This design comes from an exercise in tuning for small area on the open sky130 flow, not from production work.
Only simulation tests tie the RTL to the original design; equivalence was not proved.

==> 12-14 <==
==> flow/design.v <==
module multicycle_datapath #(
  parameter logic [31:0] RESET_PC = 32'h0000_0000
) (
  input  logic        clk,
  input  logic        reset,
  input  logic        PCWriteCondition,
  input  logic        PCWrite,
  input  logic        IorD,
  input  logic        MemRead,
  input  logic        MemWrite,
  input  logic        MemtoReg,
  input  logic        IRWrite,
  input  logic        PCSource,
  input  logic [1:0]  ALUOp,
  input  logic        ALUSrcA,
  input  logic [1:0]  ALUSrcB,
  input  logic        RegWrite,
  input  logic [31:0] mem_rdata,
  output logic [31:0] instr,
  output logic        zero,
  output logic [31:0] mem_addr,
  output logic [31:0] mem_wdata,
  output logic        mem_read,
  output logic        mem_write,
  output logic [31:0] pc
);
  localparam logic [6:0] OPC_STORE  = 7'b0100011;
  localparam logic [6:0] OPC_BRANCH = 7'b1100011;
  logic [31:0] old_pc;
  logic [31:0] ir;
  logic [31:0] mdr;
  logic [31:0] a_q;
  logic [31:0] b_q;
  logic [31:0] alu_out;
  logic [31:0] rf [1:31];
  logic [31:1] rf_valid;
  logic [4:0]  rs1;
  logic [4:0]  rs2;
  logic [4:0]  rd;
  logic [31:0] rs1_data;
  logic [31:0] rs2_data;
  logic [31:1] sel1;
  logic [31:1] sel2;
  logic [31:1] wsel;
  logic        wen;
  logic [31:0] wb_data;
  logic [31:0] imm;
  logic [31:0] op_a;
  logic [31:0] op_b;
  logic [31:0] alu_result;
  logic        pc_load;
  assign rs1 = ir[19:15];
  assign rs2 = ir[24:20];
  assign rd  = ir[11:7];
  logic z1, z2;
  always_comb begin
    for (int i = 1; i < 32; i++) begin
      sel1[i] = (rs1 == 5'(i)) & rf_valid[i] & ~reset;
      sel2[i] = (rs2 == 5'(i)) & rf_valid[i] & ~reset;
    end
    z1 = ~|sel1;
    z2 = ~|sel2;
    rs1_data = {32{~z1}};
    rs2_data = {32{~z2}};
    for (int i = 1; i < 32; i++) begin
      rs1_data = rs1_data & ({32{~sel1[i]}} | rf[i]);
      rs2_data = rs2_data & ({32{~sel2[i]}} | rf[i]);
    end
  end
  assign wen     = RegWrite & ~reset;
  always_comb begin
    for (int i = 1; i < 32; i++) wsel[i] = wen & (rd == 5'(i));
  end
  assign wb_data = MemtoReg ? mdr : alu_out;
  assign instr     = ir;
  assign mem_addr  = IorD ? alu_out : pc;
  assign mem_wdata = b_q;
  assign mem_read  = MemRead & ~reset;
  assign mem_write = MemWrite & ~reset;
  always_comb begin
    imm = {{20{ir[31]}}, ir[31:20]};
    if (ir[6:0] == OPC_STORE)
      imm = {{20{ir[31]}}, ir[31:25], ir[11:7]};
    else if (ir[6:0] == OPC_BRANCH)
      imm = {{19{ir[31]}}, ir[31], ir[7], ir[30:25], ir[11:8], 1'b0};
  end
  logic       f_dec;
  logic       do_sub, do_sll, do_slt, do_sltu, do_xor, do_sr, do_sra, do_or, do_and;
  logic       do_add;
  assign f_dec   = (ALUOp == 2'b10);
  assign do_sub  = (ALUOp == 2'b01) | (f_dec & (ir[14:12] == 3'b000) & ir[30]);
  assign do_add  = (ALUOp != 2'b01) & ~(f_dec & ((ir[14:12] != 3'b000) | ir[30]));
  assign do_sll  = f_dec & (ir[14:12] == 3'b001);
  assign do_slt  = f_dec & (ir[14:12] == 3'b010);
  assign do_sltu = f_dec & (ir[14:12] == 3'b011);
  assign do_xor  = f_dec & (ir[14:12] == 3'b100);
  assign do_sr   = f_dec & (ir[14:12] == 3'b101);
  assign do_sra  = do_sr & ir[30];
  assign do_or   = f_dec & (ir[14:12] == 3'b110);
  assign do_and  = f_dec & (ir[14:12] == 3'b111);
  always_comb begin
    if (ALUSrcA)
      op_a = a_q;
    else if (ALUSrcB == 2'b10)
      op_a = old_pc;
    else
      op_a = pc;
  end
  always_comb begin
    case (ALUSrcB)
      2'b00:   op_b = b_q;
      2'b01:   op_b = 32'd4;
      default: op_b = imm;
    endcase
  end
  logic        inv_b;
  logic [31:0] b_x;
  logic [32:0] sum;
  logic        lt_s, lt_u;
  assign inv_b = do_sub | do_slt | do_sltu;
  assign b_x   = op_b ^ {32{inv_b}};
  assign sum   = {1'b0, op_a} + {1'b0, b_x} + {32'd0, inv_b};
  assign lt_u  = ~sum[32];
  assign lt_s  = (op_a[31] ^ op_b[31]) ? op_a[31] : sum[31];
  logic [31:0] sh_in, sh_out, sh_rev;
  logic        sh_fill;
  always_comb begin
    for (int i = 0; i < 32; i++) sh_in[i] = do_sll ? op_a[31-i] : op_a[i];
  end
  assign sh_fill = do_sra & op_a[31];
  assign sh_out  = 32'($signed({sh_fill, sh_in}) >>> op_b[4:0]);
  always_comb begin
    for (int i = 0; i < 32; i++) sh_rev[i] = sh_out[31-i];
  end
  always_comb begin
    alu_result = ({32{do_add | do_sub}} & sum[31:0])
               | ({32{do_sll}} & sh_rev)
               | ({32{do_sr}}  & sh_out)
               | {31'd0, (do_slt & lt_s) | (do_sltu & lt_u)}
               | ({32{do_xor}} & (op_a ^ op_b))
               | ({32{do_or}}  & (op_a | op_b))
               | ({32{do_and}} & (op_a & op_b));
  end
  assign zero    = (alu_result == 32'd0);
  assign pc_load = PCWrite | (PCWriteCondition & zero);
  always_ff @(posedge clk) begin
    mdr <= mem_rdata;
    a_q <= rs1_data;
    b_q <= rs2_data;
  end
  always_ff @(posedge clk) begin
    if (reset) begin
      pc      <= RESET_PC;
      old_pc  <= 32'd0;
      ir      <= 32'd0;
      alu_out <= 32'd0;
    end else begin
      alu_out <= alu_result;
      if (IRWrite) begin
        ir     <= mem_rdata;
        old_pc <= pc;
      end
      if (pc_load) begin
        pc <= PCSource ? alu_out : alu_result;
      end
    end
  end
  always_ff @(posedge clk) begin
    if (reset) rf_valid <= '0;
    else rf_valid <= rf_valid | wsel;
  end
  always_ff @(posedge clk) begin
    for (int i = 1; i < 32; i++) begin
      if (wsel[i]) rf[i] <= wb_data;
    end
  end
endmodule
==> flow/flow/run.sh <==
#!/bin/bash
# The standard layout (standard.sh: the standard synthesis and ORFS
# flow), with two changes: the clock tree uses larger sink clusters and no
# dummy loads, and the port buffers are buf_1.
cp standard.sh standard_sh.log
export CTS_ARGS="-sink_clustering_enable -repair_clock_nets -dont_use_dummy_load -sink_clustering_size 24 -sink_clustering_max_diameter 100"
export BUFFER_PORTS_ARGS="-buffer_cell sky130_fd_sc_hd__buf_1"
bash standard.sh > standard.log 2>&1
==> flow/standard.sh <==
#!/bin/bash
# synth_recipe.tcl (not shown) runs the flow's synth.tcl, then flattens the netlist and writes it again
# the make line also repeats each setting of config.mk as NAME=value (left out here)
make -C /OpenROAD-flow-scripts/flow DESIGN_CONFIG=/design/flow/config.mk WORK_HOME=/design/flow/orfs CLKGATE_MAP_FILE= SYNTH_SCRIPT=/design/flow/synth_recipe.tcl "${@:-finish}"
==> flow/config.mk <==
export PLATFORM = sky130hd
export DESIGN_NAME = multicycle_datapath
export DESIGN_NICKNAME = multicycle_datapath
export VERILOG_FILES = /design/flow/design.v
export SDC_FILE = /design/flow/constraint.sdc
export NUM_CORES = 4
export LEC_CHECK = 0
export CAP_MARGIN = 20
export CORE_MARGIN = 2
export CORE_UTILIZATION = 40
export SLEW_MARGIN = 20
==> flow/constraint.sdc <==
create_clock -name core_clock -period 12.0 [get_ports {clk}]
set_input_delay 2.4000 -clock core_clock [delete_from_list [all_inputs] [get_ports {clk}]]
set_output_delay 2.4000 -clock core_clock [all_outputs]
set_load 0.01 [all_outputs]
==> 04-12: changes against 12-14 <==
==> flow/design.v (replaced) <==
module multicycle_datapath #(
  parameter logic [31:0] RESET_PC = 32'h0000_0000
) (
  input  logic        clk,
  input  logic        reset,
  input  logic        PCWriteCondition,
  input  logic        PCWrite,
  input  logic        IorD,
  input  logic        MemRead,
  input  logic        MemWrite,
  input  logic        MemtoReg,
  input  logic        IRWrite,
  input  logic        PCSource,
  input  logic [1:0]  ALUOp,
  input  logic        ALUSrcA,
  input  logic [1:0]  ALUSrcB,
  input  logic        RegWrite,
  input  logic [31:0] mem_rdata,
  output logic [31:0] instr,
  output logic        zero,
  output logic [31:0] mem_addr,
  output logic [31:0] mem_wdata,
  output logic        mem_read,
  output logic        mem_write,
  output logic [31:0] pc
);
  typedef enum logic [3:0] {
    ALU_ADD,
    ALU_SUB,
    ALU_SLL,
    ALU_SLT,
    ALU_SLTU,
    ALU_XOR,
    ALU_SRL,
    ALU_SRA,
    ALU_OR,
    ALU_AND
  } alu_op_e;
  localparam logic [6:0] OPC_LOAD   = 7'b0000011;
  localparam logic [6:0] OPC_STORE  = 7'b0100011;
  localparam logic [6:0] OPC_BRANCH = 7'b1100011;
  logic [31:0] old_pc;
  logic [31:0] ir;
  logic [31:0] mdr;
  logic [31:0] a_q;
  logic [31:0] b_q;
  logic [31:0] alu_out;
  logic [31:0] rf [32];
  logic [4:0]  rs1;
  logic [4:0]  rs2;
  logic [4:0]  rd;
  logic [31:0] rs1_data;
  logic [31:0] rs2_data;
  logic [31:0] wb_data;
  logic [31:0] imm;
  logic [31:0] op_a;
  logic [31:0] op_b;
  logic [31:0] alu_result;
  alu_op_e     alu_op;
  logic        pc_load;
  assign rs1 = ir[19:15];
  assign rs2 = ir[24:20];
  assign rd  = ir[11:7];
  assign rs1_data = (rs1 == 5'd0) ? 32'd0 : rf[rs1];
  assign rs2_data = (rs2 == 5'd0) ? 32'd0 : rf[rs2];
  assign wb_data  = MemtoReg ? mdr : alu_out;
  assign instr     = ir;
  assign mem_addr  = IorD ? alu_out : pc;
  assign mem_wdata = b_q;
  assign mem_read  = MemRead & ~reset;
  assign mem_write = MemWrite & ~reset;
  always_comb begin
    imm = {{20{ir[31]}}, ir[31:20]};
    case (ir[6:0])
      OPC_LOAD:   imm = {{20{ir[31]}}, ir[31:20]};
      OPC_STORE:  imm = {{20{ir[31]}}, ir[31:25], ir[11:7]};
      OPC_BRANCH: imm = {{19{ir[31]}}, ir[31], ir[7], ir[30:25], ir[11:8], 1'b0};
      default:    ;
    endcase
  end
  always_comb begin
    alu_op = ALU_ADD;
    case (ALUOp)
      2'b00: alu_op = ALU_ADD;
      2'b01: alu_op = ALU_SUB;
      2'b10: begin
        case (ir[14:12])
          3'b000: alu_op = ir[30] ? ALU_SUB : ALU_ADD;
          3'b001: alu_op = ALU_SLL;
          3'b010: alu_op = ALU_SLT;
          3'b011: alu_op = ALU_SLTU;
          3'b100: alu_op = ALU_XOR;
          3'b101: alu_op = ir[30] ? ALU_SRA : ALU_SRL;
          3'b110: alu_op = ALU_OR;
          default: alu_op = ALU_AND;
        endcase
      end
      default: alu_op = ALU_ADD;
    endcase
  end
  always_comb begin
    if (ALUSrcA)
      op_a = a_q;
    else if (ALUSrcB == 2'b10)
      op_a = old_pc;
    else
      op_a = pc;
  end
  always_comb begin
    case (ALUSrcB)
      2'b00:   op_b = b_q;
      2'b01:   op_b = 32'd4;
      default: op_b = imm;
    endcase
  end
  always_comb begin
    alu_result = 32'd0;
    case (alu_op)
      ALU_ADD:  alu_result = op_a + op_b;
      ALU_SUB:  alu_result = op_a - op_b;
      ALU_SLL:  alu_result = op_a << op_b[4:0];
      ALU_SLT:  alu_result = {31'd0, $signed(op_a) < $signed(op_b)};
      ALU_SLTU: alu_result = {31'd0, op_a < op_b};
      ALU_XOR:  alu_result = op_a ^ op_b;
      ALU_SRL:  alu_result = op_a >> op_b[4:0];
      ALU_SRA:  alu_result = $signed(op_a) >>> op_b[4:0];
      ALU_OR:   alu_result = op_a | op_b;
      ALU_AND:  alu_result = op_a & op_b;
      default:  alu_result = 32'd0;
    endcase
  end
  assign zero    = (alu_result == 32'd0);
  assign pc_load = PCWrite | (PCWriteCondition & zero);
  always_ff @(posedge clk) begin
    if (reset) begin
      pc      <= RESET_PC;
      old_pc  <= 32'd0;
      ir      <= 32'd0;
      mdr     <= 32'd0;
      a_q     <= 32'd0;
      b_q     <= 32'd0;
      alu_out <= 32'd0;
      for (int i = 0; i < 32; i++) begin
        rf[i] <= 32'd0;
      end
    end else begin
      mdr     <= mem_rdata;
      a_q     <= rs1_data;
      b_q     <= rs2_data;
      alu_out <= alu_result;
      if (IRWrite) begin
        ir     <= mem_rdata;
        old_pc <= pc;
      end
      if (pc_load) begin
        pc <= PCSource ? alu_out : alu_result;
      end
      if (RegWrite && (rd != 5'd0)) begin
        rf[rd] <= wb_data;
      end
    end
  end
endmodule
==> flow/run.sh (new file) <==
#!/bin/bash
# synth_recipe.tcl (not shown) runs the flow's synth.tcl, then flattens the netlist and writes it again
# the make line also repeats each setting of config.mk as NAME=value (left out here)
make -C /OpenROAD-flow-scripts/flow DESIGN_CONFIG=/design/flow/config.mk WORK_HOME=/design/flow/orfs CLKGATE_MAP_FILE= SYNTH_SCRIPT=/design/flow/synth_recipe.tcl finish
removed: flow/flow/run.sh
removed: flow/standard.sh
==> 09-26: changes against 12-14 <==
--- a/flow/design.v
+++ b/flow/design.v
@@ -52,19 +52,16 @@
   assign rs1 = ir[19:15];
   assign rs2 = ir[24:20];
   assign rd  = ir[11:7];
-  logic z1, z2;
   always_comb begin
     for (int i = 1; i < 32; i++) begin
       sel1[i] = (rs1 == 5'(i)) & rf_valid[i] & ~reset;
       sel2[i] = (rs2 == 5'(i)) & rf_valid[i] & ~reset;
     end
-    z1 = ~|sel1;
-    z2 = ~|sel2;
-    rs1_data = {32{~z1}};
-    rs2_data = {32{~z2}};
+    rs1_data = 32'd0;
+    rs2_data = 32'd0;
     for (int i = 1; i < 32; i++) begin
-      rs1_data = rs1_data & ({32{~sel1[i]}} | rf[i]);
-      rs2_data = rs2_data & ({32{~sel2[i]}} | rf[i]);
+      rs1_data = rs1_data | ({32{sel1[i]}} & rf[i]);
+      rs2_data = rs2_data | ({32{sel2[i]}} & rf[i]);
     end
   end
   assign wen     = RegWrite & ~reset;
==> flow/run.sh (new file) <==
#!/bin/bash
# synth_recipe.tcl (not shown) runs the flow's synth.tcl, then flattens the netlist and writes it again
# the make line also repeats each setting of config.mk as NAME=value (left out here)
make -C /OpenROAD-flow-scripts/flow DESIGN_CONFIG=/design/flow/config.mk WORK_HOME=/design/flow/orfs CLKGATE_MAP_FILE= SYNTH_SCRIPT=/design/flow/synth_recipe.tcl finish
removed: flow/flow/run.sh
removed: flow/standard.sh
==> 10-23: changes against 12-14 <==
==> flow/run.sh (new file) <==
#!/bin/bash
# synth_recipe.tcl (not shown) runs the flow's synth.tcl, then flattens the netlist and writes it again
# the make line also repeats each setting of config.mk as NAME=value (left out here)
make -C /OpenROAD-flow-scripts/flow DESIGN_CONFIG=/design/flow/config.mk WORK_HOME=/design/flow/orfs CLKGATE_MAP_FILE= SYNTH_SCRIPT=/design/flow/synth_recipe.tcl finish
- CTS_CLUSTER_DIAMETER: unset -> 100
- CTS_CLUSTER_SIZE: unset -> 24
removed: flow/flow/run.sh
removed: flow/standard.sh
==> qor.yml <==
status: "no timing/DRC/antenna violations"
synth_area_um2: 58590
r2r_cells: 21
grtUsageMet3_pct: 16.89
via_per_inst: 7.493
pwr.group.sequential_uw: 4860
fmax_mhz: 91.44
buffers_excl_clock: 365
seq-cell-share_pct: 51.96
That was 09-26.
==> qor.yml <==
seq-cell-share_pct: 55.20
num-nonclk-inverters: 93
status: "no timing/DRC/antenna violations"
via_per_inst: 7.604
pwr.group.sequential_uw: 4860
fmax_mhz: 92.41
synth_fa_ha_area_share_pct: 2.095
grtUsageMet3_pct: 15.80
r2r_cells: 19
portBuffers: 178
buffers_excl_clock: 391
That was 12-14.
==> qor.yml <==
status: "no timing/DRC/antenna violations"
r2r_cells: 16
synth_area_um2: 57680
wl_met3_um: 48910
multi_input_area_um2: 21570
fmax_mhz: 86.81
endpoint_kind: "output port"
grtUsageMet3_pct: 15.58
postCtsSetupRepairBufs: 0
synth_fa_ha_area_share_pct: 2.095
via_per_inst: 7.497
That was 10-23.
==> qor.yml <==
fmax_mhz: 84.96
r2r_cells: 20
synth_area_um2: 70840
grtUsageMet3_pct: 7.331
via_per_inst: 6.566
status: "no timing/DRC/antenna violations"
clk_latency_ns: 0.80
synth_compound_area_share_pct: 9.563
wl_met3_um: 31390
synth-simple-area-share_pct: 11.69
postCtsSetupRepairBufs: 0
met1_usage_pct: 44.58
synthToLayoutAreaGrowth_pct: 15.44
buffers_excl_clock: 538
That was 04-12.

-- what the ideal ports hide --
No port has a modelled driver above. Below, the same layouts with a new extraction and two added sets of constraints. Step 1 sets driving cells, clkbuf_16 on the clock port and buf_2 on the other inputs (assumed; they add their load-dependent delay and slew). Step 2 also shifts input and output timing later by t, the mid clock arrival at the registers, as if the neighbouring blocks saw the same clock. Slacks: ideal ports / drivers / drivers and shift; pairs: ideal ports / drivers.
run	t (ns)	setup slack, ns	worst setup path at the end	worst data-port slew with drivers (ns)	pins driven straight from the clock port
12-14	0.759	1.178 / 1.147 / 1.147	input to output	0.13	1
04-12	0.857	0.229 / 0.166 / 0.166	input to output	0.11	1
09-26	0.841	1.064 / 0.995 / 0.995	input to output	0.11	1
10-23	0.842	0.480 / 0.445 / 0.445	input to output	0.21	1
After both steps setup and hold are still met in every run listed. For 09-26, which loses most, drivers alone change the setup slack by -0.069 ns; drivers and shift together by -0.069 ns.
